From an optimization exercise on the open Yosys and OpenROAD flow, aimed at small area; shortcuts taken in it are not production practice. RTL that was checked went through simulation tests only; none was proved equivalent to the original. Power is estimated from default activity; no workload was simulated. No driver is modelled on the clock port, so clocking that relies on it looks cheaper here than on a real chip.

Setup of T:
==> flow/design.v <==
package dmem_pkg;
  localparam int WBUF_DEPTH_DEFAULT = 4;
endpackage
module wbuf_fifo #(
  parameter int DEPTH = 4,
  parameter int AW    = 6
) (
  input  logic          clk,
  input  logic          reset,
  input  logic          push,
  input  logic          pop,
  input  logic [AW-1:0] push_addr,
  input  logic [31:0]   push_data,
  output logic [3:0]    hit_sel,
  output logic [31:0]   ent_d0,
  output logic [31:0]   ent_d1,
  output logic [31:0]   ent_d2,
  output logic [31:0]   ent_d3,
  output logic [AW-1:0] head_addr,
  output logic [31:0]   retire_data,
  output logic [2:0]    count,
  output logic          full,
  output logic          empty
);
  logic [3:0][AW-1:0] ent_addr;
  logic [3:0][31:0]   ent_data;
  logic [1:0]         head;
  logic [1:0]         tail;
  logic [3:0]         live;
  logic [3:0]         match;
  assign full  = count[2];
  assign empty = (count == 3'd0);
  always_comb begin
    for (int k = 0; k < 4; k++) begin
      match[k]   = (ent_addr[k] == push_addr);
      hit_sel[k] = live[k] && match[k];
    end
  end
  assign ent_d0      = ent_data[0];
  assign ent_d1      = ent_data[1];
  assign ent_d2      = ent_data[2];
  assign ent_d3      = ent_data[3];
  assign head_addr   = ent_addr[head];
  assign retire_data = ent_data[head];
  always_ff @(posedge clk) begin
    if (reset) begin
      head  <= '0;
      tail  <= '0;
      count <= '0;
      live  <= '0;
    end else begin
      if (push) tail <= tail + 1'b1;
      if (pop)  head <= head + 1'b1;
      count <= count + 3'(push) - 3'(pop);
      for (int k = 0; k < 4; k++) begin
        if (push && 2'(k) == tail)     live[k] <= 1'b1;
        else if (pop && 2'(k) == head) live[k] <= 1'b0;
        else if (push && match[k])     live[k] <= 1'b0;
      end
    end
  end
  always_ff @(posedge clk) begin
    if (!reset && push) begin
      ent_addr[tail] <= push_addr;
      ent_data[tail] <= push_data;
    end
  end
endmodule
module dmem_wbuf #(
  parameter int    DEPTH     = 4,
  parameter int    AW        = 6,
  parameter        INIT_FILE = ""
) (
  input  logic                     clk,
  input  logic                     reset,
  input  logic                     memwrite,
  input  logic [31:0]              a,
  input  logic [31:0]              wd,
  output logic [31:0]              rd,
  output logic [$clog2(DEPTH):0]   count,
  output logic                     full,
  output logic                     empty
);
  logic [31:0]   mem [64];
  logic [5:0]    word;
  logic          retire;
  logic [3:0]    hit_sel;
  logic [31:0]   ent_d0, ent_d1, ent_d2, ent_d3;
  logic [5:0]    head_addr;
  logic [31:0]   retire_data;
  logic [63:0]   rsel_n;
  logic [31:0]   mem_rd;
  logic [31:0]   fwd_rd;
  assign word = a[7:2];
  assign retire = memwrite ? full : !empty;
  wbuf_fifo #(.DEPTH(4), .AW(6)) u_fifo (
    .clk         (clk),
    .reset       (reset),
    .push        (memwrite),
    .pop         (retire),
    .push_addr   (word),
    .push_data   (wd),
    .hit_sel     (hit_sel),
    .ent_d0      (ent_d0),
    .ent_d1      (ent_d1),
    .ent_d2      (ent_d2),
    .ent_d3      (ent_d3),
    .head_addr   (head_addr),
    .retire_data (retire_data),
    .count       (count),
    .full        (full),
    .empty       (empty)
  );
  always_ff @(posedge clk) begin
    if (!reset && retire) mem[head_addr] <= retire_data;
  end
  always_comb begin
    for (int i = 0; i < 64; i++) rsel_n[i] = (word != 6'(i));
    mem_rd = '1;
    for (int i = 0; i < 64; i++) mem_rd = mem_rd & ({32{rsel_n[i]}} | mem[i]);
  end
  assign fwd_rd = ({32{hit_sel[0]}} & ent_d0) | ({32{hit_sel[1]}} & ent_d1)
                | ({32{hit_sel[2]}} & ent_d2) | ({32{hit_sel[3]}} & ent_d3);
  assign rd = (hit_sel != 4'd0) ? fwd_rd : mem_rd;
endmodule
clock: 6.0 ns
lec_check: 0
cap_margin: 20
core_margin: 2
core_utilization: 40
slew_margin: 20
run.sh (not shown) runs the stock make flow with config.mk's settings and CLKGATE_MAP_FILE= SYNTH_SCRIPT=/design/flow/synth_recipe.tcl, a recipe that flattens the netlist after the stock synthesis.
The layout from T, despite a flow that completed every stage, fails the layout checks, with the failing checks listed as setup timing.
Edits applied to the flow inputs when going from T to R:
- an added CTS_BUF_LIST of sky130_fd_sc_hd__clkbuf_8
- a change of CORE_UTILIZATION from 40 to 60
- an added CTS_CLUSTER_SIZE of 30
Notes after the runs:
Every stage of R finished as expected; the final checks, on the other hand, flagged setup timing, which means the layout fails. Diff R and T: data arrival time of the critical path higher in T. Die area went down by more than a quarter going from T to R. In R the design area turned out about 2% lower than in T. Compared with T, R shows proportion of cell area spent on the clock network lower by 0.70 points. Against T, well tap count in R fell by more than a quarter. Diff R and T: smallest setup slack after layout lower in T. The run showing the smaller non-clock buffer count is T.
Function was not checked in any run of this note: the RTL went through the layout flow alone.

* * *

## build 61
dmem_wbuf, a different RTL version from the one above (not shown whole).
==> flow/config.mk <==
export PLATFORM = sky130hd
export DESIGN_NAME = dmem_wbuf
export DESIGN_NICKNAME = dmem_wbuf
export VERILOG_FILES = /design/flow/design.v
export SDC_FILE = /design/flow/constraint.sdc
export NUM_CORES = 8
export LEC_CHECK = 0
export CAP_MARGIN = 20
export CORE_AREA = 2.3 2.72 500.48 220.32
export DIE_AREA = 0 0 502.78 223.04
export SLEW_MARGIN = 20
==> flow/constraint.sdc <==
create_clock -name core_clock -period 6.0 [get_ports {clk}]
set_input_delay 1.2000 -clock core_clock [delete_from_list [all_inputs] [get_ports {clk}]]
set_output_delay 1.2000 -clock core_clock [all_outputs]
set_load 0.01 [all_outputs]
standard.sh (not shown) runs the stock make flow with config.mk's settings and CLKGATE_MAP_FILE= SYNTH_SCRIPT=/design/flow/synth_recipe.tcl, a recipe that flattens the netlist after the stock synthesis.
==> flow/flow/run.sh <==
#!/bin/bash
# Own layout flow: the standard synthesis, then the combinational logic rebuilt
# around its registers (gen_netlist.py + map_hybrid.sh), then ORFS from floorplan on.
set -euo pipefail
HERE=$(pwd)
R=$HERE/orfs/results/sky130hd/dmem_wbuf/base
LIB=$FLOW_HOME/platforms/sky130hd/lib/sky130_fd_sc_hd__tt_025C_1v80.lib

bash standard.sh synth > synth_std.log 2>&1
cp $R/1_2_yosys.v $HERE/std_synth.v
python3 flow/gen_netlist.py $HERE/std_synth.v $HERE/hybrid.v $LIB > gen_netlist.log 2>&1
bash flow/map_hybrid.sh $HERE/hybrid.v $HERE/mapped.v $HERE/map_hybrid.log
cp $HERE/mapped.v $R/1_2_yosys.v
rm -f $R/1_synth.odb $R/1_synth.sdc

# Layout settings, one VAR=value per line (values may hold spaces).
KNOBS=()
while IFS= read -r line; do
  [[ -z "$line" || "$line" == \#* ]] && continue
  KNOBS+=("${line//@FLOW@/$HERE/flow}")
done < flow/knobs.txt
bash standard.sh "${KNOBS[@]}" finish > layout.log 2>&1
==> flow/flow/knobs.txt <==
# ORFS settings for the layout steps after synthesis (@FLOW@ is this folder)
GPL_TIMING_DRIVEN=0
CAP_MARGIN=10
SLEW_MARGIN=10
CTS_ARGS=-sink_clustering_enable -repair_clock_nets -buf_list sky130_fd_sc_hd__clkbuf_16 -sink_clustering_size 35 -sink_clustering_max_diameter 60 -root_buf sky130_fd_sc_hd__clkbuf_8 -dont_use_dummy_load
PRE_GLOBAL_PLACE_SKIP_IO_TCL=@FLOW@/place_array.tcl
POST_GLOBAL_PLACE_TCL=@FLOW@/unfix_array.tcl
ARRAY_LEFT_W=41.4
ARRAY_PITCH=13.8
ARRAY_FIFO_ROW0=1
ARRAY_MEM_ROW0=6
ARRAY_GROUP=8
PLACE_DENSITY=0.92
GLOBAL_PLACEMENT_ARGS=-overflow 0.2
MATCH_CELL_FOOTPRINT=0
DONT_BUFFER_PORTS=1
PRE_GLOBAL_PLACE_TCL=@FLOW@/ports.tcl
SETUP_SLACK_MARGIN=0.15
==> flow/flow/ports.tcl <==
# Port buffers (sourced as PRE_GLOBAL_PLACE_TCL, in place of ORFS's own
# buffer_ports, which DONT_BUFFER_PORTS turns off): every input and output port
# gets a buffer. buf_1 for all, buf_2 for the word-address inputs a[7:2], which
# fan out to the decoders and the buffer's address compare.
buffer_ports -inputs -buffer_cell sky130_fd_sc_hd__buf_1
buffer_ports -outputs -buffer_cell sky130_fd_sc_hd__buf_1
set bigger [[ord::get_db] findMaster sky130_fd_sc_hd__buf_2]
foreach j {2 3 4 5 6 7} {
  set net [[ord::get_db_block] findNet "a\[$j\]"]
  if {$net eq "NULL"} { error "no net a\[$j\]" }
  foreach it [$net getITerms] {
    set inst [$it getInst]
    if {[[$inst getMaster] getName] eq "sky130_fd_sc_hd__buf_1"} {
      $inst swapMaster $bigger
    }
  }
}
Other scripts of this flow, unchanged in this note and not shown: flow/flow/gen_netlist.py, flow/flow/map_hybrid.sh, flow/flow/place_array.tcl, flow/flow/unfix_array.tcl
The following lists how build 39 was set up differently from build 61:
==> flow/flow/knobs.txt <==
# ORFS settings for the layout steps after synthesis (@FLOW@ is this folder)
GPL_TIMING_DRIVEN=0
CAP_MARGIN=10
SLEW_MARGIN=10
BUFFER_PORTS_ARGS=-buffer_cell sky130_fd_sc_hd__buf_2
CTS_ARGS=-sink_clustering_enable -repair_clock_nets -buf_list sky130_fd_sc_hd__clkbuf_16 -sink_clustering_size 25 -sink_clustering_max_diameter 100 -dont_use_dummy_load
PRE_GLOBAL_PLACE_SKIP_IO_TCL=@FLOW@/place_array.tcl
POST_GLOBAL_PLACE_TCL=@FLOW@/unfix_array.tcl
ARRAY_LEFT_W=41.4
ARRAY_PITCH=13.8
ARRAY_FIFO_ROW0=1
ARRAY_MEM_ROW0=6
ARRAY_GROUP=8
PLACE_DENSITY=0.92
GLOBAL_PLACEMENT_ARGS=-overflow 0.2
removed: flow/flow/ports.tcl
Build 39 went all the way through synthesis, placement and routing and the layout is clean on timing, DRC and antenna. | HPWL reported at the end of detailed placement | build 61 vs build 39 | ≈ equal |. Build 39 vs build 61: fraction of layout cells with a size suffix above 1 up. Comparing build 61 with build 39, the mean routed wirelength per cell came out essentially unchanged. Summary of the comparison: clock network fraction of design power is higher in build 39, relative to build 61. First-pass GRT wire length, build 39 vs build 61: up slightly. Looking at fill cell instance count of the final layout, build 39 sits below build 61. Build 39 vs build 61 on final-layout clock-cell area share: build 39 is the higher one. Total of plain and repair buffers excluding clock buffers ended up 1 higher on build 39 than on build 61. The maximum clock frequency of build 39 is lower than that of build 61. Diff build 61 -> build 39: global-route track usage on met3 lower; sum of internal, switching and leakage power shows an increase of 0.0010 W.
The inputs of build 14 differ from those of build 39 as listed below.
==> flow/flow/knobs.txt <==
# ORFS settings for the layout steps after synthesis (@FLOW@ is this folder)
GPL_TIMING_DRIVEN=0
CAP_MARGIN=10
SLEW_MARGIN=10
CTS_ARGS=-sink_clustering_enable -repair_clock_nets -buf_list sky130_fd_sc_hd__clkbuf_16 -sink_clustering_size 35 -sink_clustering_max_diameter 60 -dont_use_dummy_load
PRE_GLOBAL_PLACE_SKIP_IO_TCL=@FLOW@/place_array.tcl
POST_GLOBAL_PLACE_TCL=@FLOW@/unfix_array.tcl
ARRAY_LEFT_W=41.4
ARRAY_PITCH=13.8
ARRAY_FIFO_ROW0=1
ARRAY_MEM_ROW0=6
ARRAY_GROUP=8
PLACE_DENSITY=0.92
GLOBAL_PLACEMENT_ARGS=-overflow 0.2
MATCH_CELL_FOOTPRINT=0
DONT_BUFFER_PORTS=1
PRE_GLOBAL_PLACE_TCL=@FLOW@/ports.tcl
SETUP_SLACK_MARGIN=0.15
==> flow/flow/ports.tcl (new file) <==
# Port buffers (sourced as PRE_GLOBAL_PLACE_TCL, in place of ORFS's own
# buffer_ports, which DONT_BUFFER_PORTS turns off): every input and output port
# gets a buffer. buf_1 for all, buf_2 for the word-address inputs a[7:2], which
# fan out to the decoders and the buffer's address compare.
buffer_ports -inputs -buffer_cell sky130_fd_sc_hd__buf_1
buffer_ports -outputs -buffer_cell sky130_fd_sc_hd__buf_1
set bigger [[ord::get_db] findMaster sky130_fd_sc_hd__buf_2]
foreach j {2 3 4 5 6 7} {
  set net [[ord::get_db_block] findNet "a\[$j\]"]
  if {$net eq "NULL"} { error "no net a\[$j\]" }
  foreach it [$net getITerms] {
    set inst [$it getInst]
    if {[[$inst getMaster] getName] eq "sky130_fd_sc_hd__buf_1"} {
      $inst swapMaster $bigger
    }
  }
}
[summary]
The higher met2 usage of build 14 and build 39 is in build 14. Diff build 39..build 14 | proportion of cell area occupied by multi-input gates | negligible. Global-route total usage across every layer on build 14 is down relative to build 39. Compared with build 39, in build 14 number of buffers added by the clock tree synthesis step decreased by 25 relative to the old numbers, worst setup slack +0.032 ns, non-clock buffer count moved down, core utilization lost 0.66 points, register-to-register slack barely changed. Build 14 vs. build 39: number of post-CTS setup repair buffers comparable, number of non-filler instances in the completed layout -27.

==> afterwards: timing with drivers on the ports <==
No port has a modelled driver above. Below, the same layouts with a new extraction and two added sets of constraints.
Step 1: set_driving_cell puts a clkbuf_16 on clk and a buf_2 on each other input, an assumption about the parent block.
Step 2 also shifts input and output timing later by t, the mid clock arrival at the registers, as if the neighbouring blocks saw the same clock.
Three values: ideal ports, drivers, drivers and shift; two values: the first two.
run	t (ns)	setup slack, ns	slew at the worst register clock pin (ns)
T	0.978	-0.152 / -0.185 / -0.185	0.07 / 0.07
R	1.133	-0.016 / -0.047 / -0.047	0.07 / 0.07
build 61	0.879	0.234 / 0.213 / 0.213	0.12 / 0.12
build 39	0.758	0.159 / 0.138 / 0.138	0.09 / 0.09
build 14	0.735	0.191 / 0.170 / 0.170	0.12 / 0.12
The setup slack of T, which loses most, moves by -0.033 ns with the drivers and by -0.033 ns with both steps.
